From an optimization exercise on the open Yosys and OpenROAD flow, aimed at small area, a short achievable clock period and few clock cycles per item; shortcuts taken in it are not production practice. Only simulation tests tie the RTL to the original design; equivalence was not proved.

[design/flow/flow/run.sh]
#!/bin/bash
set -euo pipefail
bash standard.sh SETUP_SLACK_MARGIN=8.4 "BUFFER_PORTS_ARGS=-buffer_cell sky130_fd_sc_hd__buf_2" finish > standard.log 2>&1
[design/flow/design.v]
package sramMapPkg;
	typedef logic [17:0] sramAddr_t;
	typedef struct packed {
		logic [7:0] hi;
		logic [7:0] lo;
	} sramBytes_t;
	typedef union packed {
		logic [15:0] raw;
		sramBytes_t bytes;
	} sramWord_u;
	typedef enum logic [1:0] {
		PlaneY,
		PlaneU,
		PlaneV
	} plane_e;
	typedef struct packed {
		plane_e plane;
		sramAddr_t address;
	} readReq_t;
	typedef struct packed {
		plane_e plane;
		sramWord_u word;
	} readRet_t;
endpackage
package colorPkg;
	typedef logic [7:0] sample_t;
	typedef logic signed [31:0] fixed_t;
	typedef struct packed {
		fixed_t uEven;
		fixed_t uOdd;
		fixed_t vEven;
		fixed_t vOdd;
	} chromaPair_t;
	typedef struct packed {
		sample_t y0;
		sample_t y1;
		chromaPair_t chroma;
	} yuvPair_t;
	typedef struct packed {
		sample_t r;
		sample_t g;
		sample_t b;
	} rgbPixel_t;
	typedef struct packed {
		rgbPixel_t p0;
		rgbPixel_t p1;
	} rgbPair_t;
	localparam fixed_t Tap5 = 32'sd21;
	localparam fixed_t Tap3 = -32'sd52;
	localparam fixed_t Tap1 = 32'sd159;
	localparam fixed_t CoefY = 32'sd76284;
	localparam fixed_t CoefRv = 32'sd104595;
	localparam fixed_t CoefGu = -32'sd25624;
	localparam fixed_t CoefGv = -32'sd53281;
	localparam fixed_t CoefBu = 32'sd132251;
	localparam fixed_t LumaOffset = 32'sd16;
	localparam fixed_t ChromaOffset = 32'sd128;
	localparam fixed_t FilterRound = 32'sd128;
	localparam int FilterShift = 8;
endpackage
`timescale 1ns/1ns
module yuvToRgb (
	input logic Clock,
	input logic resetn,
	input logic start,
	input logic [15:0] readData,
	output logic done,
	output logic [17:0] sramAddress,
	output logic [15:0] sramWriteData,
	output logic sramWeN
);
	logic busy;
	logic [7:0] pq;
	logic [2:0] ph;
	logic [8:0] wa;
	logic shen, shV, shHi;
	logic rdU, rdV, rdY, rkU, rkV, rkY;
	logic [7:0] win [12];
	logic [15:0] pendU, pendV, yw;
	logic [8:0] f, uc;
	logic [8:0] fc9;
	logic [9:0] fd1, fd2, fd3;
	logic [15:0] gb;
	logic [7:0] b0;
	function automatic logic [6:0] flagsOf(input logic [7:0] q);
		flagsOf = {q <= 8'd3, q >= 8'd4, (q >= 8'd4) && (q <= 8'd158),
			(q >= 8'd4) && (q <= 8'd162), !q[0] && (q <= 8'd159),
			q[0] && (q <= 8'd158), q == 8'd163};
	endfunction
	logic [6:0] fl, nf, df;
	logic dfPro, dfWrOk, dfRdC, dfRdYk, dfVHi, dfUHi, flLastP;
	logic [1:0] dfQ;
	assign {dfPro, dfWrOk, dfRdC, dfRdYk, dfVHi, dfUHi} = df[6:1];
	assign dfQ = (ph == 3'd4) ? pq[1:0] + 2'd1 : pq[1:0];
	assign flLastP = fl[0];
	logic [2:0] nph;
	logic dWr, dRdU, dRdV, dRdY, dSh, dShV, dShHi;
	logic [6:0] kc;
	logic [7:0] yc;
	assign nph = (ph == 3'd4) ? 3'd0 : ph + 3'd1;
	assign df = (ph == 3'd4) ? nf : fl;
	always_comb begin
		dWr = 1'b0; dRdU = 1'b0; dRdV = 1'b0; dRdY = 1'b0;
		dSh = 1'b0; dShV = 1'b0; dShHi = 1'b0;
		if (dfPro && !(dfQ == 2'd3 && nph > 3'd2)) begin
			case ({dfQ, nph})
				{2'd0, 3'd4}: dRdU = 1'b1;
				{2'd1, 3'd0}: dRdV = 1'b1;
				{2'd1, 3'd1}: begin dSh = 1'b1; dShHi = 1'b1; end
				{2'd1, 3'd2}: begin dSh = 1'b1; dShHi = 1'b1; dShV = 1'b1; end
				{2'd1, 3'd3}: begin dSh = 1'b1; dShHi = 1'b1; end
				{2'd1, 3'd4}: begin dSh = 1'b1; dShHi = 1'b1; dShV = 1'b1; end
				{2'd2, 3'd0}: begin dSh = 1'b1; dShHi = 1'b1; end
				{2'd2, 3'd1}: begin dSh = 1'b1; dShHi = 1'b1; dShV = 1'b1; end
				{2'd2, 3'd2}: begin dSh = 1'b1; dRdU = 1'b1; end
				{2'd2, 3'd3}: begin dSh = 1'b1; dShV = 1'b1; dRdV = 1'b1; end
				{2'd2, 3'd4}: begin dSh = 1'b1; dShHi = 1'b1; end
				{2'd3, 3'd0}: begin dSh = 1'b1; dShHi = 1'b1; dShV = 1'b1; end
				{2'd3, 3'd1}: begin dSh = 1'b1; dRdU = 1'b1; end
				{2'd3, 3'd2}: begin dSh = 1'b1; dShV = 1'b1; dRdY = 1'b1; end
				default: ;
			endcase
		end else begin
			case (nph)
				3'd0: begin
					dRdU = dfQ[0] && dfRdC;
					dRdV = !dfQ[0] && dfRdC;
				end
				3'd1: dRdY = dfRdYk;
				3'd2: begin
					dWr = dfWrOk;
					dSh = 1'b1; dShV = 1'b1;
					dShHi = dfVHi;
				end
				3'd3: begin
					dWr = dfWrOk;
					dSh = 1'b1;
					dShHi = dfUHi;
				end
				default: dWr = dfWrOk;
			endcase
		end
	end
	logic go, lastNow;
	assign go = start && !busy;
	assign lastNow = flLastP && (ph == 3'd4);
	always_ff @(posedge Clock or negedge resetn) begin
		if (!resetn) begin
			busy <= 1'b0;
			done <= 1'b0;
			sramWeN <= 1'b1;
		end else begin
			if (go) begin
				busy <= 1'b1;
				done <= 1'b0;
			end else if (busy && lastNow) begin
				busy <= 1'b0;
				done <= 1'b1;
			end
			sramWeN <= !(busy && !lastNow && !go && dWr);
		end
	end
	always_ff @(posedge Clock) begin
		if (go) begin
			pq <= 8'd0;
			ph <= 3'd4;
			fl <= flagsOf(8'd0);
			nf <= flagsOf(8'd1);
			wa <= 9'd0;
			kc <= 7'd0;
			yc <= 8'd0;
			sramAddress <= 18'd38400;
			rdU <= 1'b1; rdV <= 1'b0; rdY <= 1'b0;
			shen <= 1'b0; shV <= 1'b0; shHi <= 1'b0;
		end else begin
			ph <= nph;
			if (ph == 3'd4) begin
				pq <= pq + 8'd1;
				fl <= nf;
				nf <= flagsOf(pq + 8'd2);
			end
			if (dWr)
				wa <= wa + 9'd1;
			if (dRdV)
				kc <= kc + 7'd1;
			if (dRdY)
				yc <= yc + 8'd1;
			if (dWr)
				sramAddress <= {9'd287, wa};
			else if (dRdY)
				sramAddress <= {10'd0, yc};
			else if (dRdU)
				sramAddress <= {11'd300, kc};
			else
				sramAddress <= {11'd450, kc};
			rdU <= busy && dRdU;
			rdV <= busy && dRdV;
			rdY <= busy && dRdY;
			shen <= busy && dSh;
			shV <= dShV;
			shHi <= dShHi;
		end
		rkU <= rdU;
		rkV <= rdV;
		rkY <= rdY;
	end
	logic [7:0] shIn;
	logic [8:0] sA, sB, sC;
	assign sA = {1'b0, win[0]} + {1'b0, win[10]};
	assign sB = {1'b0, win[2]} + {1'b0, win[8]};
	assign sC = {1'b0, win[4]} + {1'b0, win[6]};
	always_comb begin
		case ({shV, shHi})
			2'b00: shIn = pendU[7:0];
			2'b01: shIn = pendU[15:8];
			2'b10: shIn = pendV[7:0];
			default: shIn = pendV[15:8];
		endcase
	end
	always_ff @(posedge Clock) begin
		if (rkU)
			pendU <= readData;
		if (rkV)
			pendV <= readData;
		if (rkY)
			yw <= readData;
		if (shen) begin
			for (int i = 0; i < 11; i++)
				win[i] <= win[i + 1];
			win[11] <= shIn;
		end
		fc9 <= sC;
		fd1 <= {1'b0, sA} - {1'b0, sC} + 10'd512;
		fd2 <= {1'b0, sA} - {1'b0, sB} + 10'd512;
		fd3 <= {1'b0, sC} - {1'b0, sB} + 10'd512;
	end
	logic [7:0] py;
	logic [8:0] pu, pv;
	assign pu = uc;
wire cr_1;
wire cr_2;
wire cr_3;
wire cr_4;
wire cr_5;
wire cr_6;
wire cr_7;
wire cr_8;
wire cr_9;
wire cr_10;
wire cr_11;
wire cr_12;
wire cr_13;
wire cr_14;
wire cr_15;
wire cr_16;
wire cr_17;
wire cr_18;
wire cr_19;
wire cr_20;
wire cr_21;
wire cr_22;
wire cr_23;
wire cr_24;
wire cr_25;
wire cr_26;
wire cr_27;
wire cr_28;
wire cr_29;
wire cr_30;
wire cr_31;
wire cr_32;
wire cr_33;
wire cr_34;
wire cr_35;
wire cr_36;
wire cr_37;
wire cr_38;
wire cr_39;
wire cr_40;
wire cr_41;
wire cr_42;
wire cr_43;
wire cr_44;
wire cr_45;
wire cr_46;
wire cr_47;
wire cr_48;
wire cr_49;
wire cr_50;
wire cr_51;
wire cr_52;
wire cr_53;
wire cr_54;
wire cr_55;
wire cr_56;
wire cr_57;
wire cr_58;
wire cr_59;
wire cr_60;
wire cr_61;
wire cr_62;
wire cr_63;
wire cr_64;
wire cr_65;
wire cr_66;
wire cr_67;
wire cr_68;
wire cr_69;
wire cr_70;
wire cr_71;
wire cr_72;
wire cr_73;
wire cr_74;
wire cr_75;
wire cr_76;
wire cr_77;
wire cr_78;
wire cr_79;
wire cr_80;
wire cr_81;
wire cr_82;
wire cr_83;
wire cr_84;
wire cr_85;
wire cr_86;
wire cr_87;
wire cr_88;
wire cr_89;
wire cr_90;
wire cr_91;
wire cr_92;
wire cr_93;
wire cr_94;
wire cr_95;
wire cr_96;
wire cr_97;
wire cr_98;
wire cr_99;
wire cr_100;
wire cr_101;
wire cr_102;
wire cr_103;
wire cr_104;
wire cr_105;
wire cr_106;
wire cr_107;
wire cr_108;
wire cr_109;
wire cr_110;
wire cr_111;
wire cr_112;
wire cr_113;
wire cr_114;
wire cr_115;
wire cr_116;
wire cr_117;
wire cr_118;
wire cr_119;
wire cr_120;
wire cr_121;
wire cr_122;
wire cr_123;
wire cr_124;
wire cr_125;
wire cr_126;
wire cr_127;
wire cr_128;
wire cr_129;
wire cr_130;
wire cr_131;
wire cr_132;
wire cr_133;
wire cr_134;
wire cr_135;
wire cr_136;
wire cr_137;
wire cr_138;
wire cr_139;
wire cr_140;
wire cr_141;
wire cr_142;
wire cr_143;
wire cr_144;
wire cr_145;
wire cr_146;
wire cr_147;
wire cr_148;
wire cr_149;
wire cr_150;
wire cr_151;
wire cr_152;
wire cr_153;
wire cr_154;
wire cr_155;
wire cr_156;
wire cr_157;
wire cr_158;
wire cr_159;
wire cr_160;
wire cr_161;
wire cr_162;
wire cr_163;
wire cr_164;
wire cr_165;
wire cr_166;
wire cr_167;
wire cr_168;
wire cr_169;
wire cr_170;
wire cr_171;
wire cr_172;
wire cr_173;
wire cr_174;
wire cr_175;
wire cr_176;
wire cr_177;
wire cr_178;
wire cr_179;
wire cr_180;
wire cr_181;
wire cr_182;
assign cr_1 = ~~pv[0];
assign cr_2 = ~pv[0];
assign cr_3 = ~pv[4];
assign cr_4 = ~pv[6];
assign cr_5 = ~py[0];
assign cr_6 = ~py[1];
assign cr_7 = ~py[2];
assign cr_8 = ~py[5];
assign cr_9 = ~py[7];
assign cr_10 = ~py[7];
assign cr_11 = ~py[6];
assign cr_12 = ~pv[7];
assign cr_13 = ~pv[8];
assign cr_14 = ~pv[8];
FA cr_15_i (py[6], py[4], py[2], cr_15, cr_16);
FA cr_17_i (py[5], py[3], py[0], cr_17, cr_18);
FA cr_19_i (py[6], py[4], py[1], cr_19, cr_20);
HA cr_21_i (pv[4], pv[0], cr_21, cr_22);
FA cr_23_i (py[5], py[2], pv[5], cr_23, cr_24);
HA cr_25_i (pv[1], ~pv[7], cr_25, cr_26);
FA cr_27_i (py[6], py[3], pv[6], cr_27, cr_28);
HA cr_29_i (pv[2], py[7], cr_29, cr_30);
HA cr_31_i (py[7], py[4], cr_31, cr_32);
FA cr_33_i (pv[5], pv[3], pv[0], cr_33, cr_34);
FA cr_35_i (pv[4], pv[1], ~py[6], cr_35, cr_36);
FA cr_37_i (pv[7], pv[5], pv[2], cr_37, cr_38);
HA cr_39_i (pv[6], ~py[7], cr_39, cr_40);
FA cr_41_i (pv[8], pv[6], pv[3], cr_41, cr_42);
HA cr_43_i (py[0], cr_6, cr_43, cr_44);
FA cr_45_i (py[0], pv[7], pv[4], cr_45, cr_46);
FA cr_47_i (py[1], ~pv[0], cr_7, cr_47, cr_48);
FA cr_49_i (py[3], py[1], pv[8], cr_49, cr_50);
FA cr_51_i (pv[5], py[2], ~pv[1], cr_51, cr_52);
FA cr_53_i (py[4], py[2], py[0], cr_53, cr_54);
FA cr_55_i (pv[6], pv[0], ~pv[2], cr_55, cr_56);
FA cr_57_i (py[3], py[1], pv[7], cr_57, cr_58);
FA cr_59_i (pv[1], ~pv[3], cr_8, cr_59, cr_60);
FA cr_61_i (pv[8], pv[2], py[5], cr_61, cr_62);
FA cr_63_i (~pv[4], ~pv[0], cr_15, cr_63, cr_64);
FA cr_65_i (pv[3], ~pv[5], ~pv[1], cr_65, cr_66);
FA cr_67_i (cr_9, cr_16, cr_17, cr_67, cr_68);
FA cr_69_i (py[7], ~pv[6], ~pv[2], cr_69, cr_70);
FA cr_71_i (cr_21, cr_18, cr_19, cr_71, cr_72);
FA cr_73_i (~pv[3], cr_10, cr_22, cr_73, cr_74);
FA cr_75_i (cr_25, cr_20, cr_23, cr_75, cr_76);
FA cr_77_i (~pv[8], ~pv[4], cr_29, cr_77, cr_78);
FA cr_79_i (cr_26, cr_24, cr_27, cr_79, cr_80);
FA cr_81_i (pv[7], pv[3], ~pv[5], cr_81, cr_82);
FA cr_83_i (cr_30, cr_31, cr_28, cr_83, cr_84);
FA cr_85_i (py[5], pv[8], pv[4], cr_85, cr_86);
HA cr_87_i (~pv[6], cr_32, cr_87, cr_88);
HA cr_89_i (pv[5], ~pv[7], cr_89, cr_90);
HA cr_91_i (py[7], pv[6], cr_91, cr_92);
HA cr_93_i (pv[1], pv[0], cr_93, cr_94);
FA cr_95_i (pv[2], pv[0], ~py[2], cr_95, cr_96);
FA cr_97_i (pv[3], pv[1], ~py[3], cr_97, cr_98);
FA cr_99_i (pv[2], ~py[4], ~pv[6], cr_99, cr_100);
FA cr_101_i (pv[4], ~py[5], ~pv[7], cr_101, cr_102);
FA cr_103_i (~pv[8], cr_4, cr_34, cr_103, cr_104);
FA cr_105_i (cr_5, cr_39, cr_37, cr_105, cr_106);
FA cr_107_i (cr_40, cr_43, cr_38, cr_107, cr_108);
FA cr_109_i (cr_44, cr_42, cr_45, cr_109, cr_110);
FA cr_111_i (cr_46, cr_49, cr_48, cr_111, cr_112);
FA cr_113_i (cr_50, cr_53, cr_52, cr_113, cr_114);
FA cr_115_i (cr_54, cr_57, cr_56, cr_115, cr_116);
FA cr_117_i (cr_58, cr_61, cr_60, cr_117, cr_118);
FA cr_119_i (cr_62, cr_65, cr_64, cr_119, cr_120);
FA cr_121_i (cr_66, cr_69, cr_68, cr_121, cr_122);
FA cr_123_i (cr_70, cr_73, cr_72, cr_123, cr_124);
FA cr_125_i (cr_74, cr_77, cr_76, cr_125, cr_126);
FA cr_127_i (cr_81, cr_78, cr_80, cr_127, cr_128);
FA cr_129_i (cr_85, cr_87, cr_82, cr_129, cr_130);
FA cr_131_i (cr_11, cr_89, cr_86, cr_131, cr_132);
FA cr_133_i (py[6], ~pv[8], cr_91, cr_133, cr_134);
HA cr_135_i (~py[0], ~pv[2], cr_135, cr_136);
FA cr_137_i (~py[1], ~pv[3], cr_93, cr_137, cr_138);
FA cr_139_i (~pv[4], cr_94, cr_95, cr_139, cr_140);
FA cr_141_i (~pv[5], cr_96, cr_97, cr_141, cr_142);
FA cr_143_i (cr_3, cr_98, cr_99, cr_143, cr_144);
FA cr_145_i (cr_33, cr_100, cr_101, cr_145, cr_146);
FA cr_147_i (cr_102, cr_35, cr_103, cr_147, cr_148);
FA cr_149_i (cr_36, cr_104, cr_105, cr_149, cr_150);
FA cr_151_i (cr_41, cr_106, cr_107, cr_151, cr_152);
FA cr_153_i (cr_47, cr_108, cr_109, cr_153, cr_154);
FA cr_155_i (cr_51, cr_110, cr_111, cr_155, cr_156);
FA cr_157_i (cr_55, cr_112, cr_113, cr_157, cr_158);
FA cr_159_i (cr_59, cr_114, cr_115, cr_159, cr_160);
FA cr_161_i (cr_63, cr_116, cr_117, cr_161, cr_162);
FA cr_163_i (cr_67, cr_118, cr_119, cr_163, cr_164);
FA cr_165_i (cr_71, cr_120, cr_121, cr_165, cr_166);
FA cr_167_i (cr_75, cr_122, cr_123, cr_167, cr_168);
FA cr_169_i (cr_79, cr_124, cr_125, cr_169, cr_170);
FA cr_171_i (cr_83, cr_126, cr_127, cr_171, cr_172);
FA cr_173_i (cr_84, cr_129, cr_128, cr_173, cr_174);
FA cr_175_i (cr_88, cr_131, cr_130, cr_175, cr_176);
FA cr_177_i (cr_90, cr_133, cr_132, cr_177, cr_178);
FA cr_179_i (cr_12, cr_92, cr_134, cr_179, cr_180);
HA cr_181_i (pv[7], cr_13, cr_181, cr_182);
wire [16:0] cr_lo = {1'b0, {cr_160, cr_158, cr_156, cr_154, cr_152, cr_150, cr_148, cr_146, cr_144, cr_142, cr_140, cr_138, cr_136, cr_2, ~pv[1], cr_1}} + {1'b0, {cr_161, cr_159, cr_157, cr_155, cr_153, cr_151, cr_149, cr_147, cr_145, cr_143, cr_141, cr_139, cr_137, cr_135, ~pv[0], 1'b0}};
logic [22:0] cr_r;
wire [22:0] cr_d = {cr_lo[16], cr_182, cr_180, cr_178, cr_176, cr_174, cr_173, cr_171, cr_169, cr_167, cr_165, cr_163, cr_14, cr_181, cr_179, cr_177, cr_175, cr_172, cr_170, cr_168, cr_166, cr_164, cr_162};
wire [10:0] cr_x = {cr_r[10], cr_r[9], cr_r[8], cr_r[7], cr_r[6], cr_r[5], cr_r[4], cr_r[3], cr_r[2], cr_r[1], cr_r[0]} + {cr_r[21], cr_r[20], cr_r[19], cr_r[18], cr_r[17], cr_r[16], cr_r[15], cr_r[14], cr_r[13], cr_r[12], cr_r[11]} + {10'd0, cr_r[22]};
wire cg_1;
wire cg_2;
wire cg_3;
wire cg_4;
wire cg_5;
wire cg_6;
wire cg_7;
wire cg_8;
wire cg_9;
wire cg_10;
wire cg_11;
wire cg_12;
wire cg_13;
wire cg_14;
wire cg_15;
wire cg_16;
wire cg_17;
wire cg_18;
wire cg_19;
wire cg_20;
wire cg_21;
wire cg_22;
wire cg_23;
wire cg_24;
wire cg_25;
wire cg_26;
wire cg_27;
wire cg_28;
wire cg_29;
wire cg_30;
wire cg_31;
wire cg_32;
wire cg_33;
wire cg_34;
wire cg_35;
wire cg_36;
wire cg_37;
wire cg_38;
wire cg_39;
wire cg_40;
wire cg_41;
wire cg_42;
wire cg_43;
wire cg_44;
wire cg_45;
wire cg_46;
wire cg_47;
wire cg_48;
wire cg_49;
wire cg_50;
wire cg_51;
wire cg_52;
wire cg_53;
wire cg_54;
wire cg_55;
wire cg_56;
wire cg_57;
wire cg_58;
wire cg_59;
wire cg_60;
wire cg_61;
wire cg_62;
wire cg_63;
wire cg_64;
wire cg_65;
wire cg_66;
wire cg_67;
wire cg_68;
wire cg_69;
wire cg_70;
wire cg_71;
wire cg_72;
wire cg_73;
wire cg_74;
wire cg_75;
wire cg_76;
wire cg_77;
wire cg_78;
wire cg_79;
wire cg_80;
wire cg_81;
wire cg_82;
wire cg_83;
wire cg_84;
wire cg_85;
wire cg_86;
wire cg_87;
wire cg_88;
wire cg_89;
wire cg_90;
wire cg_91;
wire cg_92;
wire cg_93;
wire cg_94;
wire cg_95;
wire cg_96;
wire cg_97;
wire cg_98;
wire cg_99;
wire cg_100;
wire cg_101;
wire cg_102;
wire cg_103;
wire cg_104;
wire cg_105;
wire cg_106;
wire cg_107;
wire cg_108;
wire cg_109;
wire cg_110;
wire cg_111;
wire cg_112;
wire cg_113;
wire cg_114;
wire cg_115;
wire cg_116;
wire cg_117;
wire cg_118;
wire cg_119;
wire cg_120;
wire cg_121;
wire cg_122;
wire cg_123;
wire cg_124;
wire cg_125;
wire cg_126;
wire cg_127;
wire cg_128;
wire cg_129;
wire cg_130;
wire cg_131;
wire cg_132;
wire cg_133;
wire cg_134;
wire cg_135;
wire cg_136;
wire cg_137;
wire cg_138;
wire cg_139;
wire cg_140;
wire cg_141;
wire cg_142;
wire cg_143;
wire cg_144;
wire cg_145;
wire cg_146;
wire cg_147;
wire cg_148;
wire cg_149;
wire cg_150;
wire cg_151;
wire cg_152;
wire cg_153;
wire cg_154;
wire cg_155;
wire cg_156;
wire cg_157;
wire cg_158;
wire cg_159;
wire cg_160;
wire cg_161;
wire cg_162;
wire cg_163;
wire cg_164;
wire cg_165;
wire cg_166;
wire cg_167;
wire cg_168;
wire cg_169;
wire cg_170;
wire cg_171;
wire cg_172;
wire cg_173;
wire cg_174;
wire cg_175;
wire cg_176;
wire cg_177;
wire cg_178;
wire cg_179;
wire cg_180;
wire cg_181;
wire cg_182;
wire cg_183;
wire cg_184;
wire cg_185;
wire cg_186;
wire cg_187;
wire cg_188;
wire cg_189;
wire cg_190;
wire cg_191;
wire cg_192;
wire cg_193;
wire cg_194;
wire cg_195;
wire cg_196;
wire cg_197;
wire cg_198;
wire cg_199;
wire cg_200;
wire cg_201;
wire cg_202;
wire cg_203;
wire cg_204;
wire cg_205;
wire cg_206;
wire cg_207;
wire cg_208;
wire cg_209;
wire cg_210;
wire cg_211;
wire cg_212;
wire cg_213;
wire cg_214;
wire cg_215;
wire cg_216;
wire cg_217;
wire cg_218;
wire cg_219;
wire cg_220;
wire cg_221;
wire cg_222;
wire cg_223;
wire cg_224;
wire cg_225;
wire cg_226;
wire cg_227;
wire cg_228;
wire cg_229;
wire cg_230;
wire cg_231;
wire cg_232;
wire cg_233;
wire cg_234;
wire cg_235;
assign cg_1 = ~~pv[0];
assign cg_2 = ~~py[0];
assign cg_3 = ~pu[4];
assign cg_4 = ~pu[5];
assign cg_5 = ~py[0];
assign cg_6 = ~py[1];
assign cg_7 = ~py[4];
assign cg_8 = ~py[6];
assign cg_9 = ~py[6];
assign cg_10 = ~py[6];
assign cg_11 = ~py[7];
assign cg_12 = ~py[5];
assign cg_13 = ~py[6];
assign cg_14 = ~py[7];
assign cg_15 = ~py[7];
assign cg_16 = ~py[7];
assign cg_17 = ~py[7];
FA cg_18_i (py[7], py[5], py[3], cg_18, cg_19);
HA cg_20_i (py[4], py[1], cg_20, cg_21);
FA cg_22_i (py[7], py[5], py[2], cg_22, cg_23);
HA cg_24_i (py[2], py[0], cg_24, cg_25);
HA cg_26_i (py[3], py[1], cg_26, cg_27);
FA cg_28_i (py[2], py[0], pu[0], cg_28, cg_29);
HA cg_30_i (~pu[8], ~pu[3], cg_30, cg_31);
FA cg_32_i (py[5], py[3], py[1], cg_32, cg_33);
FA cg_34_i (pu[1], pv[0], py[4], cg_34, cg_35);
FA cg_36_i (py[4], py[2], pu[2], cg_36, cg_37);
FA cg_38_i (pv[1], ~pu[5], ~pu[0], cg_38, cg_39);
FA cg_40_i (py[0], pu[3], pv[2], cg_40, cg_41);
FA cg_42_i (py[6], ~pu[6], ~pu[1], cg_42, cg_43);
HA cg_44_i (~pv[4], ~pv[0], cg_44, cg_45);
FA cg_46_i (pu[4], pv[3], ~pu[7], cg_46, cg_47);
FA cg_48_i (~pu[2], ~pv[5], ~pv[1], cg_48, cg_49);
FA cg_50_i (cg_9, cg_20, cg_19, cg_50, cg_51);
FA cg_52_i (pu[5], pv[4], py[6], cg_52, cg_53);
FA cg_54_i (~pu[8], ~pu[3], ~pv[6], cg_54, cg_55);
FA cg_56_i (~pv[2], cg_21, cg_22, cg_56, cg_57);
FA cg_58_i (py[3], pu[6], pv[5], cg_58, cg_59);
FA cg_60_i (~pu[4], ~pv[7], ~pv[3], cg_60, cg_61);
HA cg_62_i (cg_10, cg_23, cg_62, cg_63);
FA cg_64_i (py[4], pu[7], pv[6], cg_64, cg_65);
FA cg_66_i (py[6], ~pu[5], ~pv[8], cg_66, cg_67);
HA cg_68_i (~pv[4], cg_11, cg_68, cg_69);
FA cg_70_i (pu[8], pv[7], py[7], cg_70, cg_71);
HA cg_72_i (~pu[6], ~pv[5], cg_72, cg_73);
HA cg_74_i (pv[8], py[5], cg_74, cg_75);
HA cg_76_i (pu[2], ~py[3], cg_76, cg_77);
FA cg_78_i (pu[3], ~py[4], ~pu[1], cg_78, cg_79);
FA cg_80_i (~py[5], ~pu[2], ~pv[7], cg_80, cg_81);
FA cg_82_i (pu[4], ~py[6], ~pu[3], cg_82, cg_83);
HA cg_84_i (~pv[8], ~pv[3], cg_84, cg_85);
FA cg_86_i (pu[6], pu[5], ~py[7], cg_86, cg_87);
FA cg_88_i (~pu[4], ~pv[4], cg_5, cg_88, cg_89);
FA cg_90_i (pu[7], py[0], ~pu[5], cg_90, cg_91);
FA cg_92_i (~pu[0], ~pv[5], cg_6, cg_92, cg_93);
FA cg_94_i (pu[8], py[1], ~pu[6], cg_94, cg_95);
FA cg_96_i (~pu[1], ~pv[6], cg_24, cg_96, cg_97);
FA cg_98_i (~pu[7], ~pu[2], ~pv[7], cg_98, cg_99);
FA cg_100_i (~pv[0], cg_25, cg_26, cg_100, cg_101);
FA cg_102_i (~pv[8], ~pv[1], cg_7, cg_102, cg_103);
FA cg_104_i (cg_27, cg_30, cg_28, cg_104, cg_105);
FA cg_106_i (~pu[4], ~pv[2], cg_31, cg_106, cg_107);
FA cg_108_i (cg_29, cg_32, cg_34, cg_108, cg_109);
FA cg_110_i (~pv[3], cg_8, cg_33, cg_110, cg_111);
FA cg_112_i (cg_35, cg_36, cg_38, cg_112, cg_113);
FA cg_114_i (cg_44, cg_37, cg_18, cg_114, cg_115);
FA cg_116_i (cg_40, cg_39, cg_42, cg_116, cg_117);
FA cg_118_i (cg_45, cg_41, cg_43, cg_118, cg_119);
FA cg_120_i (cg_46, cg_48, cg_50, cg_120, cg_121);
FA cg_122_i (cg_52, cg_47, cg_49, cg_122, cg_123);
FA cg_124_i (cg_54, cg_51, cg_56, cg_124, cg_125);
FA cg_126_i (cg_53, cg_58, cg_55, cg_126, cg_127);
FA cg_128_i (cg_60, cg_62, cg_57, cg_128, cg_129);
FA cg_130_i (cg_68, cg_59, cg_64, cg_130, cg_131);
FA cg_132_i (cg_61, cg_66, cg_63, cg_132, cg_133);
FA cg_134_i (cg_12, cg_69, cg_72, cg_134, cg_135);
FA cg_136_i (cg_65, cg_70, cg_67, cg_136, cg_137);
FA cg_138_i (~pu[7], ~pv[6], cg_13, cg_138, cg_139);
FA cg_140_i (cg_74, cg_73, cg_71, cg_140, cg_141);
FA cg_142_i (py[6], ~pu[8], ~pv[7], cg_142, cg_143);
HA cg_144_i (cg_14, cg_75, cg_144, cg_145);
HA cg_146_i (pu[0], ~py[1], cg_146, cg_147);
HA cg_148_i (pu[1], ~py[2], cg_148, cg_149);
FA cg_150_i (~pu[0], ~pv[5], ~pv[0], cg_150, cg_151);
FA cg_152_i (~pv[6], ~pv[1], cg_77, cg_152, cg_153);
FA cg_154_i (~pv[2], cg_3, cg_79, cg_154, cg_155);
FA cg_156_i (cg_4, cg_84, cg_81, cg_156, cg_157);
FA cg_158_i (cg_85, cg_83, cg_86, cg_158, cg_159);
FA cg_160_i (cg_87, cg_89, cg_90, cg_160, cg_161);
FA cg_162_i (cg_91, cg_93, cg_94, cg_162, cg_163);
FA cg_164_i (cg_95, cg_98, cg_97, cg_164, cg_165);
FA cg_166_i (cg_99, cg_102, cg_101, cg_166, cg_167);
FA cg_168_i (cg_103, cg_106, cg_105, cg_168, cg_169);
FA cg_170_i (cg_107, cg_109, cg_110, cg_170, cg_171);
FA cg_172_i (cg_111, cg_114, cg_113, cg_172, cg_173);
FA cg_174_i (cg_115, cg_117, cg_118, cg_174, cg_175);
FA cg_176_i (cg_119, cg_122, cg_121, cg_176, cg_177);
FA cg_178_i (cg_123, cg_126, cg_125, cg_178, cg_179);
FA cg_180_i (cg_130, cg_127, cg_132, cg_180, cg_181);
FA cg_182_i (cg_134, cg_131, cg_136, cg_182, cg_183);
FA cg_184_i (cg_138, cg_135, cg_140, cg_184, cg_185);
FA cg_186_i (cg_144, cg_139, cg_142, cg_186, cg_187);
FA cg_188_i (~pv[8], cg_15, cg_145, cg_188, cg_189);
HA cg_190_i (~pv[3], ~py[0], cg_190, cg_191);
FA cg_192_i (~pv[4], cg_147, cg_148, cg_192, cg_193);
FA cg_194_i (cg_149, cg_76, cg_150, cg_194, cg_195);
FA cg_196_i (cg_151, cg_78, cg_152, cg_196, cg_197);
FA cg_198_i (cg_80, cg_153, cg_154, cg_198, cg_199);
FA cg_200_i (cg_82, cg_155, cg_156, cg_200, cg_201);
FA cg_202_i (cg_88, cg_157, cg_158, cg_202, cg_203);
FA cg_204_i (cg_92, cg_159, cg_160, cg_204, cg_205);
FA cg_206_i (cg_96, cg_161, cg_162, cg_206, cg_207);
FA cg_208_i (cg_100, cg_163, cg_164, cg_208, cg_209);
FA cg_210_i (cg_104, cg_165, cg_166, cg_210, cg_211);
FA cg_212_i (cg_108, cg_167, cg_168, cg_212, cg_213);
FA cg_214_i (cg_112, cg_169, cg_170, cg_214, cg_215);
FA cg_216_i (cg_116, cg_171, cg_172, cg_216, cg_217);
FA cg_218_i (cg_120, cg_173, cg_174, cg_218, cg_219);
FA cg_220_i (cg_124, cg_175, cg_176, cg_220, cg_221);
FA cg_222_i (cg_128, cg_177, cg_178, cg_222, cg_223);
FA cg_224_i (cg_129, cg_180, cg_179, cg_224, cg_225);
FA cg_226_i (cg_133, cg_182, cg_181, cg_226, cg_227);
FA cg_228_i (cg_137, cg_184, cg_183, cg_228, cg_229);
FA cg_230_i (cg_141, cg_186, cg_185, cg_230, cg_231);
FA cg_232_i (cg_143, cg_188, cg_187, cg_232, cg_233);
HA cg_234_i (cg_16, cg_189, cg_234, cg_235);
wire [16:0] cg_lo = {1'b0, {cg_213, cg_211, cg_209, cg_207, cg_205, cg_203, cg_201, cg_199, cg_197, cg_195, cg_193, cg_191, cg_146, ~pv[2], ~pv[1], cg_1}} + {1'b0, {cg_214, cg_212, cg_210, cg_208, cg_206, cg_204, cg_202, cg_200, cg_198, cg_196, cg_194, cg_192, cg_190, cg_2, ~pv[0], 1'b0}};
logic [22:0] cg_r;
wire [22:0] cg_d = {cg_lo[16], cg_235, cg_233, cg_231, cg_229, cg_227, cg_225, cg_224, cg_222, cg_220, cg_218, cg_216, cg_17, cg_234, cg_232, cg_230, cg_228, cg_226, cg_223, cg_221, cg_219, cg_217, cg_215};
wire [10:0] cg_x = {cg_r[10], cg_r[9], cg_r[8], cg_r[7], cg_r[6], cg_r[5], cg_r[4], cg_r[3], cg_r[2], cg_r[1], cg_r[0]} + {cg_r[21], cg_r[20], cg_r[19], cg_r[18], cg_r[17], cg_r[16], cg_r[15], cg_r[14], cg_r[13], cg_r[12], cg_r[11]} + {10'd0, cg_r[22]};
wire cb_1;
wire cb_2;
wire cb_3;
wire cb_4;
wire cb_5;
wire cb_6;
wire cb_7;
wire cb_8;
wire cb_9;
wire cb_10;
wire cb_11;
wire cb_12;
wire cb_13;
wire cb_14;
wire cb_15;
wire cb_16;
wire cb_17;
wire cb_18;
wire cb_19;
wire cb_20;
wire cb_21;
wire cb_22;
wire cb_23;
wire cb_24;
wire cb_25;
wire cb_26;
wire cb_27;
wire cb_28;
wire cb_29;
wire cb_30;
wire cb_31;
wire cb_32;
wire cb_33;
wire cb_34;
wire cb_35;
wire cb_36;
wire cb_37;
wire cb_38;
wire cb_39;
wire cb_40;
wire cb_41;
wire cb_42;
wire cb_43;
wire cb_44;
wire cb_45;
wire cb_46;
wire cb_47;
wire cb_48;
wire cb_49;
wire cb_50;
wire cb_51;
wire cb_52;
wire cb_53;
wire cb_54;
wire cb_55;
wire cb_56;
wire cb_57;
wire cb_58;
wire cb_59;
wire cb_60;
wire cb_61;
wire cb_62;
wire cb_63;
wire cb_64;
wire cb_65;
wire cb_66;
wire cb_67;
wire cb_68;
wire cb_69;
wire cb_70;
wire cb_71;
wire cb_72;
wire cb_73;
wire cb_74;
wire cb_75;
wire cb_76;
wire cb_77;
wire cb_78;
wire cb_79;
wire cb_80;
wire cb_81;
wire cb_82;
wire cb_83;
wire cb_84;
wire cb_85;
wire cb_86;
wire cb_87;
wire cb_88;
wire cb_89;
wire cb_90;
wire cb_91;
wire cb_92;
wire cb_93;
wire cb_94;
wire cb_95;
wire cb_96;
wire cb_97;
wire cb_98;
wire cb_99;
wire cb_100;
wire cb_101;
wire cb_102;
wire cb_103;
wire cb_104;
wire cb_105;
wire cb_106;
wire cb_107;
wire cb_108;
wire cb_109;
wire cb_110;
wire cb_111;
wire cb_112;
wire cb_113;
wire cb_114;
wire cb_115;
wire cb_116;
wire cb_117;
wire cb_118;
wire cb_119;
wire cb_120;
wire cb_121;
wire cb_122;
wire cb_123;
wire cb_124;
wire cb_125;
wire cb_126;
wire cb_127;
wire cb_128;
wire cb_129;
wire cb_130;
wire cb_131;
wire cb_132;
wire cb_133;
wire cb_134;
wire cb_135;
wire cb_136;
wire cb_137;
wire cb_138;
wire cb_139;
wire cb_140;
wire cb_141;
wire cb_142;
wire cb_143;
wire cb_144;
wire cb_145;
wire cb_146;
wire cb_147;
wire cb_148;
wire cb_149;
wire cb_150;
wire cb_151;
wire cb_152;
wire cb_153;
wire cb_154;
wire cb_155;
wire cb_156;
assign cb_1 = ~~pu[0];
assign cb_2 = ~~py[1];
assign cb_3 = ~pu[1];
assign cb_4 = ~pu[3];
assign cb_5 = ~py[0];
assign cb_6 = ~py[1];
assign cb_7 = ~py[3];
assign cb_8 = ~py[4];
assign cb_9 = ~py[6];
assign cb_10 = ~py[6];
assign cb_11 = ~py[5];
assign cb_12 = ~py[6];
assign cb_13 = ~py[7];
assign cb_14 = ~pu[7];
assign cb_15 = ~pu[8];
assign cb_16 = ~pu[8];
HA cb_17_i (py[2], py[0], cb_17, cb_18);
HA cb_19_i (py[5], py[3], cb_19, cb_20);
FA cb_21_i (pu[2], pu[0], pu[1], cb_21, cb_22);
FA cb_23_i (pu[1], ~py[6], ~pu[8], cb_23, cb_24);
FA cb_25_i (pu[4], pu[2], pu[3], cb_25, cb_26);
HA cb_27_i (~py[7], ~pu[7], cb_27, cb_28);
FA cb_29_i (pu[5], pu[3], pu[0], cb_29, cb_30);
FA cb_31_i (py[0], ~pu[8], cb_6, cb_31, cb_32);
FA cb_33_i (py[2], py[0], pu[6], cb_33, cb_34);
FA cb_35_i (pu[4], pu[1], py[1], cb_35, cb_36);
FA cb_37_i (py[1], pu[7], pu[5], cb_37, cb_38);
HA cb_39_i (pu[2], cb_7, cb_39, cb_40);
FA cb_41_i (pu[8], pu[6], pu[3], cb_41, cb_42);
FA cb_43_i (py[3], cb_8, cb_17, cb_43, cb_44);
FA cb_45_i (py[1], pu[7], pu[4], cb_45, cb_46);
FA cb_47_i (py[4], cb_18, cb_19, cb_47, cb_48);
FA cb_49_i (py[4], py[2], pu[8], cb_49, cb_50);
FA cb_51_i (pu[5], cb_9, cb_20, cb_51, cb_52);
FA cb_53_i (py[7], py[5], py[3], cb_53, cb_54);
FA cb_55_i (py[0], pu[6], py[6], cb_55, cb_56);
FA cb_57_i (py[6], py[4], py[1], cb_57, cb_58);
HA cb_59_i (pu[7], pu[0], cb_59, cb_60);
FA cb_61_i (py[7], py[5], py[2], cb_61, cb_62);
HA cb_63_i (pu[8], pu[1], cb_63, cb_64);
HA cb_65_i (py[3], pu[2], cb_65, cb_66);
HA cb_67_i (py[7], py[4], cb_67, cb_68);
HA cb_69_i (~py[2], ~pu[4], cb_69, cb_70);
FA cb_71_i (pu[0], ~py[3], ~pu[5], cb_71, cb_72);
FA cb_73_i (~py[4], ~pu[6], ~pu[4], cb_73, cb_74);
FA cb_75_i (~py[5], ~pu[7], ~pu[5], cb_75, cb_76);
FA cb_77_i (~pu[6], cb_4, cb_22, cb_77, cb_78);
FA cb_79_i (cb_5, cb_27, cb_25, cb_79, cb_80);
FA cb_81_i (cb_28, cb_26, cb_29, cb_81, cb_82);
FA cb_83_i (cb_30, cb_33, cb_35, cb_83, cb_84);
FA cb_85_i (cb_39, cb_34, cb_36, cb_85, cb_86);
FA cb_87_i (cb_40, cb_38, cb_41, cb_87, cb_88);
FA cb_89_i (cb_42, cb_45, cb_44, cb_89, cb_90);
FA cb_91_i (cb_46, cb_49, cb_48, cb_91, cb_92);
FA cb_93_i (cb_50, cb_53, cb_55, cb_93, cb_94);
FA cb_95_i (cb_59, cb_54, cb_56, cb_95, cb_96);
FA cb_97_i (cb_60, cb_63, cb_58, cb_97, cb_98);
FA cb_99_i (cb_10, cb_64, cb_65, cb_99, cb_100);
FA cb_101_i (pu[3], py[6], cb_66, cb_101, cb_102);
HA cb_103_i (pu[4], cb_11, cb_103, cb_104);
HA cb_105_i (pu[5], py[5], cb_105, cb_106);
HA cb_107_i (pu[6], py[6], cb_107, cb_108);
HA cb_109_i (~py[0], ~pu[2], cb_109, cb_110);
FA cb_111_i (~pu[3], ~pu[1], cb_2, cb_111, cb_112);
FA cb_113_i (~pu[2], ~py[1], cb_69, cb_113, cb_114);
FA cb_115_i (~pu[3], cb_70, cb_71, cb_115, cb_116);
FA cb_117_i (cb_3, cb_72, cb_73, cb_117, cb_118);
FA cb_119_i (cb_21, cb_74, cb_75, cb_119, cb_120);
FA cb_121_i (cb_76, cb_23, cb_77, cb_121, cb_122);
FA cb_123_i (cb_24, cb_78, cb_79, cb_123, cb_124);
FA cb_125_i (cb_31, cb_80, cb_81, cb_125, cb_126);
FA cb_127_i (cb_32, cb_82, cb_83, cb_127, cb_128);
FA cb_129_i (cb_37, cb_84, cb_85, cb_129, cb_130);
FA cb_131_i (cb_43, cb_86, cb_87, cb_131, cb_132);
FA cb_133_i (cb_47, cb_88, cb_89, cb_133, cb_134);
FA cb_135_i (cb_51, cb_90, cb_91, cb_135, cb_136);
FA cb_137_i (cb_52, cb_93, cb_92, cb_137, cb_138);
FA cb_139_i (cb_57, cb_94, cb_95, cb_139, cb_140);
FA cb_141_i (cb_61, cb_96, cb_97, cb_141, cb_142);
FA cb_143_i (cb_62, cb_99, cb_98, cb_143, cb_144);
FA cb_145_i (cb_67, cb_100, cb_101, cb_145, cb_146);
FA cb_147_i (cb_68, cb_103, cb_102, cb_147, cb_148);
FA cb_149_i (cb_12, cb_105, cb_104, cb_149, cb_150);
FA cb_151_i (cb_13, cb_106, cb_107, cb_151, cb_152);
FA cb_153_i (py[7], cb_14, cb_108, cb_153, cb_154);
HA cb_155_i (pu[7], cb_15, cb_155, cb_156);
wire [16:0] cb_lo = {1'b0, {cb_134, cb_132, cb_130, cb_128, cb_126, cb_124, cb_122, cb_120, cb_118, cb_116, cb_114, cb_112, cb_110, ~pu[0], ~pu[1], cb_1}} + {1'b0, {cb_135, cb_133, cb_131, cb_129, cb_127, cb_125, cb_123, cb_121, cb_119, cb_117, cb_115, cb_113, cb_111, cb_109, ~pu[0], 1'b0}};
logic [22:0] cb_r;
wire [22:0] cb_d = {cb_lo[16], cb_156, cb_154, cb_153, cb_150, cb_148, cb_147, cb_144, cb_143, cb_141, cb_138, cb_137, cb_16, cb_155, cb_152, cb_151, cb_149, cb_146, cb_145, cb_142, cb_140, cb_139, cb_136};
wire [10:0] cb_x = {cb_r[10], cb_r[9], cb_r[8], cb_r[7], cb_r[6], cb_r[5], cb_r[4], cb_r[3], cb_r[2], cb_r[1], cb_r[0]} + {cb_r[21], cb_r[20], cb_r[19], cb_r[18], cb_r[17], cb_r[16], cb_r[15], cb_r[14], cb_r[13], cb_r[12], cb_r[11]} + {10'd0, cb_r[22]};
wire fl_1;
wire fl_2;
wire fl_3;
wire fl_4;
wire fl_5;
wire fl_6;
wire fl_7;
wire fl_8;
wire fl_9;
wire fl_10;
wire fl_11;
wire fl_12;
wire fl_13;
wire fl_14;
wire fl_15;
wire fl_16;
wire fl_17;
wire fl_18;
wire fl_19;
wire fl_20;
wire fl_21;
wire fl_22;
wire fl_23;
wire fl_24;
wire fl_25;
wire fl_26;
wire fl_27;
wire fl_28;
wire fl_29;
wire fl_30;
wire fl_31;
wire fl_32;
wire fl_33;
wire fl_34;
wire fl_35;
wire fl_36;
wire fl_37;
wire fl_38;
wire fl_39;
wire fl_40;
wire fl_41;
wire fl_42;
wire fl_43;
wire fl_44;
wire fl_45;
wire fl_46;
wire fl_47;
wire fl_48;
wire fl_49;
wire fl_50;
wire fl_51;
wire fl_52;
wire fl_53;
wire fl_54;
wire fl_55;
wire fl_56;
wire fl_57;
wire fl_58;
wire fl_59;
wire fl_60;
wire fl_61;
wire fl_62;
wire fl_63;
wire fl_64;
wire fl_65;
wire fl_66;
wire fl_67;
wire fl_68;
wire fl_69;
wire fl_70;
assign fl_1 = ~fc9[0];
assign fl_2 = ~fc9[2];
assign fl_3 = ~fc9[3];
assign fl_4 = ~fc9[5];
HA fl_5_i (fd3[2], fd1[7], fl_5, fl_6);
FA fl_7_i (fc9[1], fd3[3], fd1[8], fl_7, fl_8);
HA fl_9_i (fd2[4], fd2[6], fl_9, fl_10);
FA fl_11_i (fd3[4], fd1[9], fd2[5], fl_11, fl_12);
HA fl_13_i (fd2[7], fl_2, fl_13, fl_14);
FA fl_15_i (fd3[5], fd2[6], fd2[8], fl_15, fl_16);
HA fl_17_i (fc9[2], fl_3, fl_17, fl_18);
FA fl_19_i (fc9[4], fd3[6], fd2[7], fl_19, fl_20);
HA fl_21_i (fd2[9], fc9[3], fl_21, fl_22);
HA fl_23_i (fd3[7], fd2[8], fl_23, fl_24);
HA fl_25_i (fc9[6], fd3[8], fl_25, fl_26);
HA fl_27_i (fd3[0], fd1[5], fl_27, fl_28);
FA fl_29_i (fd3[1], fd1[6], fd2[2], fl_29, fl_30);
FA fl_31_i (fd2[3], fd2[5], fl_1, fl_31, fl_32);
FA fl_33_i (fc9[0], fl_6, fl_9, fl_33, fl_34);
FA fl_35_i (fl_10, fl_13, fl_8, fl_35, fl_36);
FA fl_37_i (fl_14, fl_17, fl_12, fl_37, fl_38);
FA fl_39_i (fl_21, fl_18, fl_16, fl_39, fl_40);
FA fl_41_i (fl_4, fl_22, fl_23, fl_41, fl_42);
FA fl_43_i (fd2[9], fc9[5], fl_24, fl_43, fl_44);
HA fl_45_i (fc9[7], fd3[9], fl_45, fl_46);
HA fl_47_i (fd1[4], fd2[0], fl_47, fl_48);
FA fl_49_i (fd2[1], fd2[3], fl_27, fl_49, fl_50);
FA fl_51_i (fd2[4], fl_28, fl_29, fl_51, fl_52);
FA fl_53_i (fl_5, fl_30, fl_31, fl_53, fl_54);
FA fl_55_i (fl_7, fl_32, fl_33, fl_55, fl_56);
FA fl_57_i (fl_11, fl_34, fl_35, fl_57, fl_58);
FA fl_59_i (fl_15, fl_36, fl_37, fl_59, fl_60);
FA fl_61_i (fl_19, fl_38, fl_39, fl_61, fl_62);
FA fl_63_i (fl_20, fl_41, fl_40, fl_63, fl_64);
FA fl_65_i (fl_25, fl_42, fl_43, fl_65, fl_66);
FA fl_67_i (fl_26, fl_45, fl_44, fl_67, fl_68);
HA fl_69_i (fc9[8], fl_46, fl_69, fl_70);
wire [16:0] fl_s = {fl_70, fl_69, fl_66, fl_65, fl_62, fl_60, fl_58, fl_56, fl_54, fl_52, fl_50, fl_48, fd2[2], fd1[3], fd1[2], fd1[1], fd1[0]} + {1'b0, fl_68, fl_67, fl_64, fl_63, fl_61, fl_59, fl_57, fl_55, fl_53, fl_51, fl_49, fl_47, fd2[1], fd2[0], 1'b0, 1'b0};
wire [8:0] fl_q = fl_s[16:8];
	function automatic logic [7:0] clip(input logic [10:0] x);
		if (x[10:9] == 2'b00)
			clip = 8'd0;
		else if (x[10] || (x[9] && x[8]))
			clip = 8'd255;
		else
			clip = x[7:0];
	endfunction
	logic [7:0] cR, cG, cB;
	assign cR = clip(cr_x);
	assign cG = clip(cg_x);
	assign cB = clip(cb_x);
	always_ff @(posedge Clock) begin
		f <= fl_q;
		uc <= (ph == 3'd4) ? {win[3][7], !win[3][7], win[3][6:0]} : f;
		pv <= (ph == 3'd4) ? {win[4][7], !win[4][7], win[4][6:0]} : fl_q;
		py <= (ph == 3'd4) ? yw[15:8] : yw[7:0];
		cr_r <= cr_d;
		cg_r <= cg_d;
		cb_r <= cb_d;
		b0 <= cB;
		gb <= {cG, cB};
		case (ph)
			3'd1: sramWriteData <= {cR, cG};
			3'd2: sramWriteData <= {b0, cR};
			default: sramWriteData <= gb;
		endcase
	end
endmodule
module FA(input a, input b, input c, output s, output co);
	assign s = a ^ b ^ c;
	assign co = (a & b) | (a & c) | (b & c);
endmodule
module HA(input a, input b, output s, output co);
	assign s = a ^ b;
	assign co = a & b;
endmodule
[design/flow/constraint.sdc]
create_clock -name core_clock -period 12.0 [get_ports {Clock}]
set_input_delay 2.4000 -clock core_clock [delete_from_list [all_inputs] [get_ports {Clock}]]
set_output_delay 2.4000 -clock core_clock [all_outputs]
set_load 0.01 [all_outputs]
[design/flow/config.mk]
export PLATFORM = sky130hd
export DESIGN_NAME = yuvToRgb
export DESIGN_NICKNAME = yuvToRgb
export VERILOG_FILES = /design/flow/design.v
export SDC_FILE = /design/flow/constraint.sdc
export NUM_CORES = 4
export LEC_CHECK = 0
export CAP_MARGIN = 20
export CORE_MARGIN = 2
export CORE_UTILIZATION = 40
export CTS_CLUSTER_DIAMETER = 120
export CTS_CLUSTER_SIZE = 30
export SETUP_SLACK_MARGIN = 5
export SLEW_MARGIN = 20
export SYNTH_HIERARCHICAL = 1
export SYNTH_MINIMUM_KEEP_SIZE = 0
[design/flow/standard.sh]
#!/bin/bash
# synth_recipe.tcl (not shown) runs the flow's synth.tcl, then flattens the netlist and writes it again
# the make line also repeats each setting of config.mk as NAME=value (left out here)
make -C /OpenROAD-flow-scripts/flow DESIGN_CONFIG=/design/flow/config.mk WORK_HOME=/design/flow/orfs CLKGATE_MAP_FILE= SYNTH_SCRIPT=/design/flow/synth_recipe.tcl "${@:-finish}"
==> results by group, run 1 <==
Setup path
  – Slowest Stage Delay on Critical Path: between 500 and 600 ps
  – Critical path buffers and inverters: 1
  – Worst path required time: about 9600 ps
  – Crit path launch type: flop
  – Cell Chain, Critical Path: buf_6
  – Worst-path fanout max: 1
  – Worst Path Class, Setup: reg2out
  – CP Capture Type: primary output
  – Crit-path leading delay family: flip-flops
  – Crit-path slowest cell: dfstp_2
  – Critical path arrival: 1190 ps

Placement
  – GP Congestion: about 0.9
  – Dpl hpwl: between 30 and 40 mm
  – # port buffers: 53
  – DP Area: between 20,000 and 25,000 µm²

Clock network
  – Sink Count: 392
  – Max Root-Sink Buffers: 3
  – H-Tree Depth: 1
  – Worst skew pair latency: 560 ps
  – TritonCTS Buffers: 17
  – CTS clk-pin slew, worst paths: 120 ps
  – CTS tree: done
  – Clock root buffer: clkbuf_16

Logic synthesis
  – Leading post-synthesis cells by cell area: fa_1 23%, dfxtp_1 22%, edfxtp_1 19%, ha_1 11%, nand2_1 2.2%
  – Sequential fraction of the synthesis area: between 40% and 50%
  – Main synth FF type: dfxtp_1
  – Synth cell count leaders: 254 x fa_1, 245 x dfxtp_1, 198 x ha_1
  – Top-area cell type share of the netlist area: about 23%
  – Most common cell in the synthesized netlist: fa_1
  – Yosys top cell by area: fa_1
  – Synth Instances: 1,813
  – Async SR Flop Fraction: less than 1%
  – Unique masters post-synth: 72
  – EDFF count, synth: approximately 140
  – Synth Register Bits: roughly 390
  – Synth Cell Area: roughly 23,000 µm²
  – Warnings, synthesis: 8
  – Post-Syn Nets: 2,284
  – Syn_area_per_cell: about 12 µm²

Global routing
  – All-layer global routing usage: between 15 and 20%
  – Pin count of the biggest net entering global routing: 76
  – First-pass GRT wire length: 79.55 mm
  – Vias in the first global route: ~14,000
  – Overflow after GRT: 0
  – Initial antenna violation count: 0

Drt
  – Met1 wire length: ~23 mm
  – Detailed-route via count: roughly 14,000
  – Top layer in use: met4
  – First-pass DRT Iterations: 5
  – Routed vias/inst: just over 5
  – DRC marker count from the first detailed-route iteration: between 1,000 and 1,500
  – DR WL/cell: roughly 19 µm
  – DR WL met3: around 2.6 mm
  – WL met2: between 20 and 25 mm
  – DRC viols: 0
  – Post-route ant nets: 0
  – DRT Wirelength: a little under 50 mm

Timing
  – Setup-failing EPs final: 0
  – Final Hold Vio Count: 0
  – Min Tclk post-route: around 3600 ps
  – Setup_tns: 0 ps
  – Max frequency: ~0.28 GHz
  – Worst Max-Slew Pin Slew: 1045 ps
  – Clock skew: about 34 ps
  – Worst rel slew slack: about 30%
  – Slew Limit Fails: 0
  – Fin crit share: 29.92%
  – RSZ-0062 raised after global routing: true

Finish
  – Finished Cell Area: approximately 25,000 µm²
  – Filler cells: a little over 5,000
  – Number of diodes: 0
  – Nets: about 2,400
  – Share of cells above drive strength 1: 10.11%
  – Area Overhead vs Synth: 8.928%

Floorplanning
  – I/O pins: 55
  – Horiz. Die Dim: roughly 240 µm
  – Starting Density: approximately two fifths
  – Core ar.: 55,420 µm²
  – Die footprint: between 50,000 and 60,000 µm²
  – Cell Rows: 86
  – Die H: approximately 240 µm

Run
  – Max_cap viols: 0

Hold path
  – Hold Crit Class: reg2reg

Outcome
  – Status: timing/DRC/antenna clean
[path summary, 6_finish.rpt]
| kind | startpoint | to | slack [ps] | cells after the start |
|---|---|---|---|---|
| max | sramWeN | sramWeN | 8410 | 1 |
| min | rdV | rkV | 340 | 0 |
| max reg2reg | uc[8] | cg_r[22] | 8490 | 10 |
| min reg2reg | rdV | rkV | 340 | 0 |
| max in group asynchronous | resetn | sramWeN | 10190 | 1 |
| min in group asynchronous | resetn | done | 1620 | 1 |
[cell families (layout without fill, tap and decap cells)]
| group | Yosys count | after routing | synth area share (%) |
|---|---|---|---|
| AO/OA/AOI/OAI | 327 | 327 | 9.456 |
| XOR/XNOR | 94 | 94 | 3.658 |
| adder cells (fa/ha/maj) | 452 | 452 | 33.60 |
| buffers and inverters | 136 | 213 | 2.407 |
| flip-flops | 392 | 392 | 41.34 |
| multiplexers | 25 | 25 | 1.584 |
| other | 1 | 1 | 0.01666 |
| AND/OR/NAND/NOR | 386 | 386 | 7.933 |
[metal layers]
layer | up-vias | track usage, %
li1 | 6438 | -
met1 | 6824 | 24.54
met2 | 330 | 28.94
met3 | 61 | 3.008
met4 | 0 | 4.265
met5 | - | 0
[repair_timing]
item	CTS	global route
resized for setup	12	41
hold buffers	0	0
endpoints found under the setup margin	13	24
pin swaps	1	0
hold endpoints to repair	0	0
buffers inserted	4	28
[state kept, by name (all words and copies together), names as in the netlist, 14 cells and up]
signal	cells
sramWriteData	16
pendV	16
cg_r	23
sramAddress	14
yw	16
cr_r	23
cb_r	23
pendU	16
win	96
[modules after synthesis (local to each module, per instance)]
module	copies in the design	flip-flops and latches	area, µm²	cells inside
FA	243	0	20.02	1
HA	53	0	12.51	1
yuvToRgb	1	392	16980	1517
[layout make-up]
| class | instances | area [µm²] | share of cell area, % |
|---|---|---|---|
| Clock buffer | 24 | 451.7 | 1.842 |
| Clock inverter | 4 | 42.54 | 0.1735 |
| Inverter | 91 | 375.4 | 1.531 |
| Multi-Input combinational cell | 1285 | 12750 | 52.02 |
| Sequential cell | 392 | 9350 | 38.14 |
| Tap cell | 748 | 935.9 | 3.817 |
| Timing Repair Buffer | 94 | 606.8 | 2.475 |
[cells in the final DEF (no fill, tap or decap), types with 10 or more instances in the layout]
| cell | netlist | final |
|---|---|---|
| fa_1 | 254 | 254 |
| dfxtp_1 | 245 | 221 |
| ha_1 | 198 | 197 |
| edfxtp_1 | 144 | 144 |
| nand2_1 | 133 | 132 |
| nor2_1 | 104 | 104 |
| a21oi_1 | 84 | 84 |
| inv_1 | 91 | 82 |
| o21ai_0 | 79 | 76 |
| xnor2_1 | 56 | 55 |
| buf_2 | 7 | 52 |
| xor2_1 | 38 | 38 |
| buf_4 | 4 | 38 |
| a21o_1 | 34 | 34 |
| nand3_1 | 26 | 26 |
| nor2b_1 | 25 | 24 |
| nand2b_1 | 21 | 21 |
| nand4_1 | 18 | 18 |
| dfxtp_2 | 0 | 18 |
| clkbuf_16 | 0 | 17 |
| o21a_1 | 16 | 16 |
| nor3_1 | 16 | 16 |
| and3_1 | 12 | 12 |
| a211oi_1 | 13 | 12 |
| mux2i_1 | 12 | 11 |
| o2111ai_1 | 10 | 10 |
[through the flow]
step / std cells / util (%) / setup WS [ps] / hold WS (ps)
6_report: 2638 / 44.24 / 8410 / 339.7
5_1_grt: 2638 / 44.24 / 8317 / 345.8
4_1_cts: 2609 / 43.57 / 8212 / 343.0
3_5_place_dp: 2577 / 42.57 / 7993 / 316.1
3_3_place_gp: 2577 / 42.57 / 7979 / 313.2
2_1_floorplan: 1813 / - / 8452 / 309.6
Testbench counts, summed over its fixed seeds: cycles 26,144, rows 32.
==> run 2: changes to the inputs <==
--- a/design/flow/config.mk
+++ b/design/flow/config.mk
@@ -8,7 +8,7 @@
 export CAP_MARGIN = 20
 export CORE_MARGIN = 2
 export CORE_UTILIZATION = 40
-export CTS_CLUSTER_DIAMETER = 120
+export CTS_CLUSTER_DIAMETER = 80
 export CTS_CLUSTER_SIZE = 30
 export SETUP_SLACK_MARGIN = 5
 export SLEW_MARGIN = 20
==> results by group, run 2 <==
Setup path
  – Critical path arrival: 1200 ps (was 1190 ps)
  – Reg-to-reg slack, setup: 8500 ps (was 8490 ps)
  – Worst Path Class, Setup: reg2out (unchanged)
  – Cell Chain, Critical Path: buf_6 (unchanged)
  – Worst path required time: 9600 ps (about the same)
  – Slowest Stage Delay on Critical Path: 540 ps (was 550 ps)
  – CP Capture Type: primary output (unchanged)
  – Worst r2r src: pv[6] (was uc[8])
  – Crit-path slowest cell: dfstp_2 (unchanged)
  – Capturing point of the worst reg2reg path: cg_r[22] (unchanged)
  – Crit path launch type: flop (unchanged)
  – R2R depth: 9 (was 10)
  – Crit path depth: 1 (unchanged)
  – Worst-path fanout max: 1 (unchanged)
  – Crit-path leading delay family: flip-flops (unchanged)
  – Critical path buffers and inverters: 1 (unchanged)

Clock network
  – CTS tree: done (unchanged)
  – Worst skew pair latency: 570 ps (was 560 ps)
  – CTS clk-pin slew, worst paths: 100 ps (was 120 ps)
  – Clock root buffer: clkbuf_16 (unchanged)
  – Sink Count: 392 (unchanged)
  – H-Tree Depth: 1 (unchanged)
  – TritonCTS Buffers: 22 (was 17)
  – Max Root-Sink Buffers: 3 (unchanged)

Logic synthesis
  – Async SR Flop Fraction: 0.7653% (unchanged)
  – Syn_area_per_cell: 12.41 µm² (unchanged)
  – Warnings, synthesis: 8 (unchanged)
  – Leading post-synthesis cells by cell area: fa_1 23%, dfxtp_1 22%, edfxtp_1 19%, ha_1 11%, nand2_1 2.2% (unchanged)
  – Sequential fraction of the synthesis area: 41.34% (unchanged)
  – Post-Syn Nets: 2,284 (unchanged)
  – Synth Cell Area: 22,510 µm² (unchanged)
  – Synth Instances: 1,813 (unchanged)
  – Most common cell in the synthesized netlist: fa_1 (unchanged)
  – Unique masters post-synth: 72 (unchanged)
  – EDFF count, synth: 144 (unchanged)
  – Main synth FF type: dfxtp_1 (unchanged)
  – Synth cell count leaders: 254 x fa_1, 245 x dfxtp_1, 198 x ha_1 (unchanged)
  – Top-area cell type share of the netlist area: 22.59% (unchanged)
  – Yosys top cell by area: fa_1 (unchanged)
  – Synth Register Bits: 392 (unchanged)

Drt
  – First-pass DRT Iterations: 5 (unchanged)
  – DRC viols: 0 (unchanged)
  – Detailed-route via count: 13,649 (was 13,653)
  – Post-route ant nets: 0 (unchanged)
  – DRC marker count from the first detailed-route iteration: 998 (was 1,043)
  – DR WL/cell: 18.78 µm (was 18.84 µm)
  – Routed vias/inst: 5.149 (was 5.176)
  – DRT Wirelength: 49.79 mm (was 49.71 mm)

Finish
  – Share of cells above drive strength 1: 11.09% (was 10.11%)
  – Area of the multi-input gates: 12,750 µm² (unchanged)
  – Reg with most FFs: win (unchanged)
  – Sequential Area: 9350 µm² (unchanged)
  – Final core occ: 44.82% (was 44.24%)
  – Number of diodes: 0 (unchanged)
  – Commonest non-fill, non-tap cell in the layout: fa_1 (unchanged)
  – Max reg flops: 96 (unchanged)
  – Filler cells: 4,999 (was 5,040)
  – Area Overhead vs Synth: 10.37% (was 8.928%)
  – Nets: 2,359 (was 2,352)
  – Layout Cells excl Fill: 2,651 (was 2,638)
  – Most frequent cells in the layout: 254 x fa_1, 221 x dfxtp_1, 197 x ha_1 (unchanged)

Floorplanning
  – Die H: 241.2 µm (unchanged)
  – Cell Rows: 86 (unchanged)
  – Die footprint: 58,180 µm² (unchanged)
  – Horiz. Die Dim: 241.2 µm (unchanged)
  – Starting Density: 40.61% (unchanged)
  – I/O pins: 55 (unchanged)
  – Core ar.: 55,420 µm² (unchanged)

Timing
  – Max frequency: 0.2775 GHz (was 0.2786 GHz)
  – RSZ-0062 raised after global routing: true (unchanged)
  – Final Hold Vio Count: 0 (unchanged)
  – Final WS setup: 8396 ps (was 8410 ps)
  – Clock skew: 30.50 ps (was 33.62 ps)
  – Worst rel slew slack: 28.71% (was 30.09%)
  – Min Tclk post-route: 3604 ps (was 3590 ps)
  – Setup-failing EPs final: 0 (unchanged)
  – Setup_tns: 0 ps (unchanged)
  – Fin crit share: 30.03% (was 29.92%)
  – Slew Limit Fails: 0 (unchanged)
  – Worst Max-Slew Pin Slew: 1065 ps (was 1045 ps)

Placement
  – # port buffers: 53 (unchanged)
  – Pre-CTS setup slack: 7993 ps (unchanged)
  – Dpl hpwl: 37.96 mm (unchanged)
  – DP Cell Count: 2,577 (unchanged)
  – GP Congestion: 0.8768 (unchanged)

Global routing
  – Initial antenna violation count: 0 (unchanged)
  – Vias in the first global route: 14,483 (was 14,420)
  – Pin count of the biggest net entering global routing: 76 (unchanged)
  – All-layer global routing usage: 17.72% (was 17.69%)
  – Overflow after GRT: 0 (unchanged)
  – First-pass GRT wire length: 79.75 mm (was 79.55 mm)

Hold path
  – Source of the worst hold timing path: rdU (was rdV)
  – Hold Path Sink: rkU (was rkV)
  – Hold Crit Class: reg2reg (unchanged)
  – Hold Path Depth: 0 (unchanged)

Run
  – Max_cap viols: 0 (unchanged)

Outcome
  – Status: timing/DRC/antenna clean (unchanged)
run 2: cell counts after synthesis:
Identical to the previous run, type by type.
run 2: logic make-up (layout without fill, tap and decap cells):
logic type	after synthesis	after routing	share of synthesized area, %
AO/OA/AOI/OAI	327	327	9.456
XOR/XNOR	94	94	3.658
adder cells (fa/ha/maj)	452	452	33.60
buffers and inverters	136	226	2.407
flip-flops	392	392	41.34
multiplexers	25	25	1.584
other	1	1	0.01666
AND/OR/NAND/NOR	386	386	7.933
run 2: worst max-delay path by stage:
| stage | start | slack [ps] | to |
|---|---|---|---|
| floorplan | py[5] | 8450 | cg_r[22] |
| global placement | py[6] | 7980 | cg_r[22] |
| detailed placement | py[0] | 7990 | cg_r[22] |
| CTS | uc[3] | 8220 | cg_r[22] |
| global route | py[5] | 8320 | cg_r[22] |
| finish | sramWeN | 8400 | sramWeN |
run 2: timing repair:
action | 4_1_cts | 5_1_grt
gates resized for setup | 13 | 44
hold buffers | 0 | 0
buffers inserted | 5 | 29
pin swaps | 1 | 0
setup endpoints to repair | 13 | 24
run 2: metal layers:
metal  up-vias  global-route usage (%)  routed length, µm  part of all wire [%]
met5         -                       0                  0                     0
met4         0                   4.302               1038                   2.1
met3        66                   3.088               2652                   5.3
met2       297                   29.03              23320                    47
met1      6828                   24.50              22780                    46
li1       6458                       -                  -                     -
run 2: Yosys stat by module, one instance, submodules excluded:
module    cell area (µm²)  cells inside
FA                  20.02             1
HA                  12.51             1
yuvToRgb            16980          1517
run 2: area by class of cell:
| class | instances | area share, % |
|---|---|---|
| Clock buffer | 25 | 2.347 |
| Clock inverter | 14 | 0.8210 |
| Inverter | 91 | 1.541 |
| Multi-Input combinational cell | 1285 | 51.34 |
| Sequential cell | 392 | 37.64 |
| Tap cell | 748 | 3.768 |
| Timing Repair Buffer | 96 | 2.539 |
run 2: per-stage QoR:
step	hold WS [ps]	instance area [µm²]
global route	342.5	24840
finish	336.4	24840
detailed placement	316.1	23590
global placement	313.2	23590
floorplan	309.6	22510
CTS	339.9	24450

==> what the ideal ports hide <==
How much do the figures lean on ideal ports? The routed layouts below were timed once more, with nothing changed but the port constraints. Step 1 assumes that a clkbuf_16 drives the clock port and a buf_2 every other input. Step 2 adds t to the input delays and takes it off the output delays; t is the mean of the earliest and latest rising clock arrival at the registers after step 1. Input paths then give back, and output paths get back, about the clock's delay inside the block. a / b / c = ideal ports / drivers / drivers and shift; a / b = the first two.
| run | shift t [ns] | setup slack, ns | latest minus earliest clock arrival (ns) |
|---|---|---|---|
| run 1 | 0.596 | 8.410 / 8.356 / 8.362 | 0.033 / 0.034 |
| run 2 | 0.615 | 8.396 / 8.339 / 8.367 | 0.030 / 0.031 |
After both steps setup and hold are still met in every run listed. For run 1, which loses most, drivers alone change the setup slack by -0.054 ns; drivers and shift together by -0.048 ns.
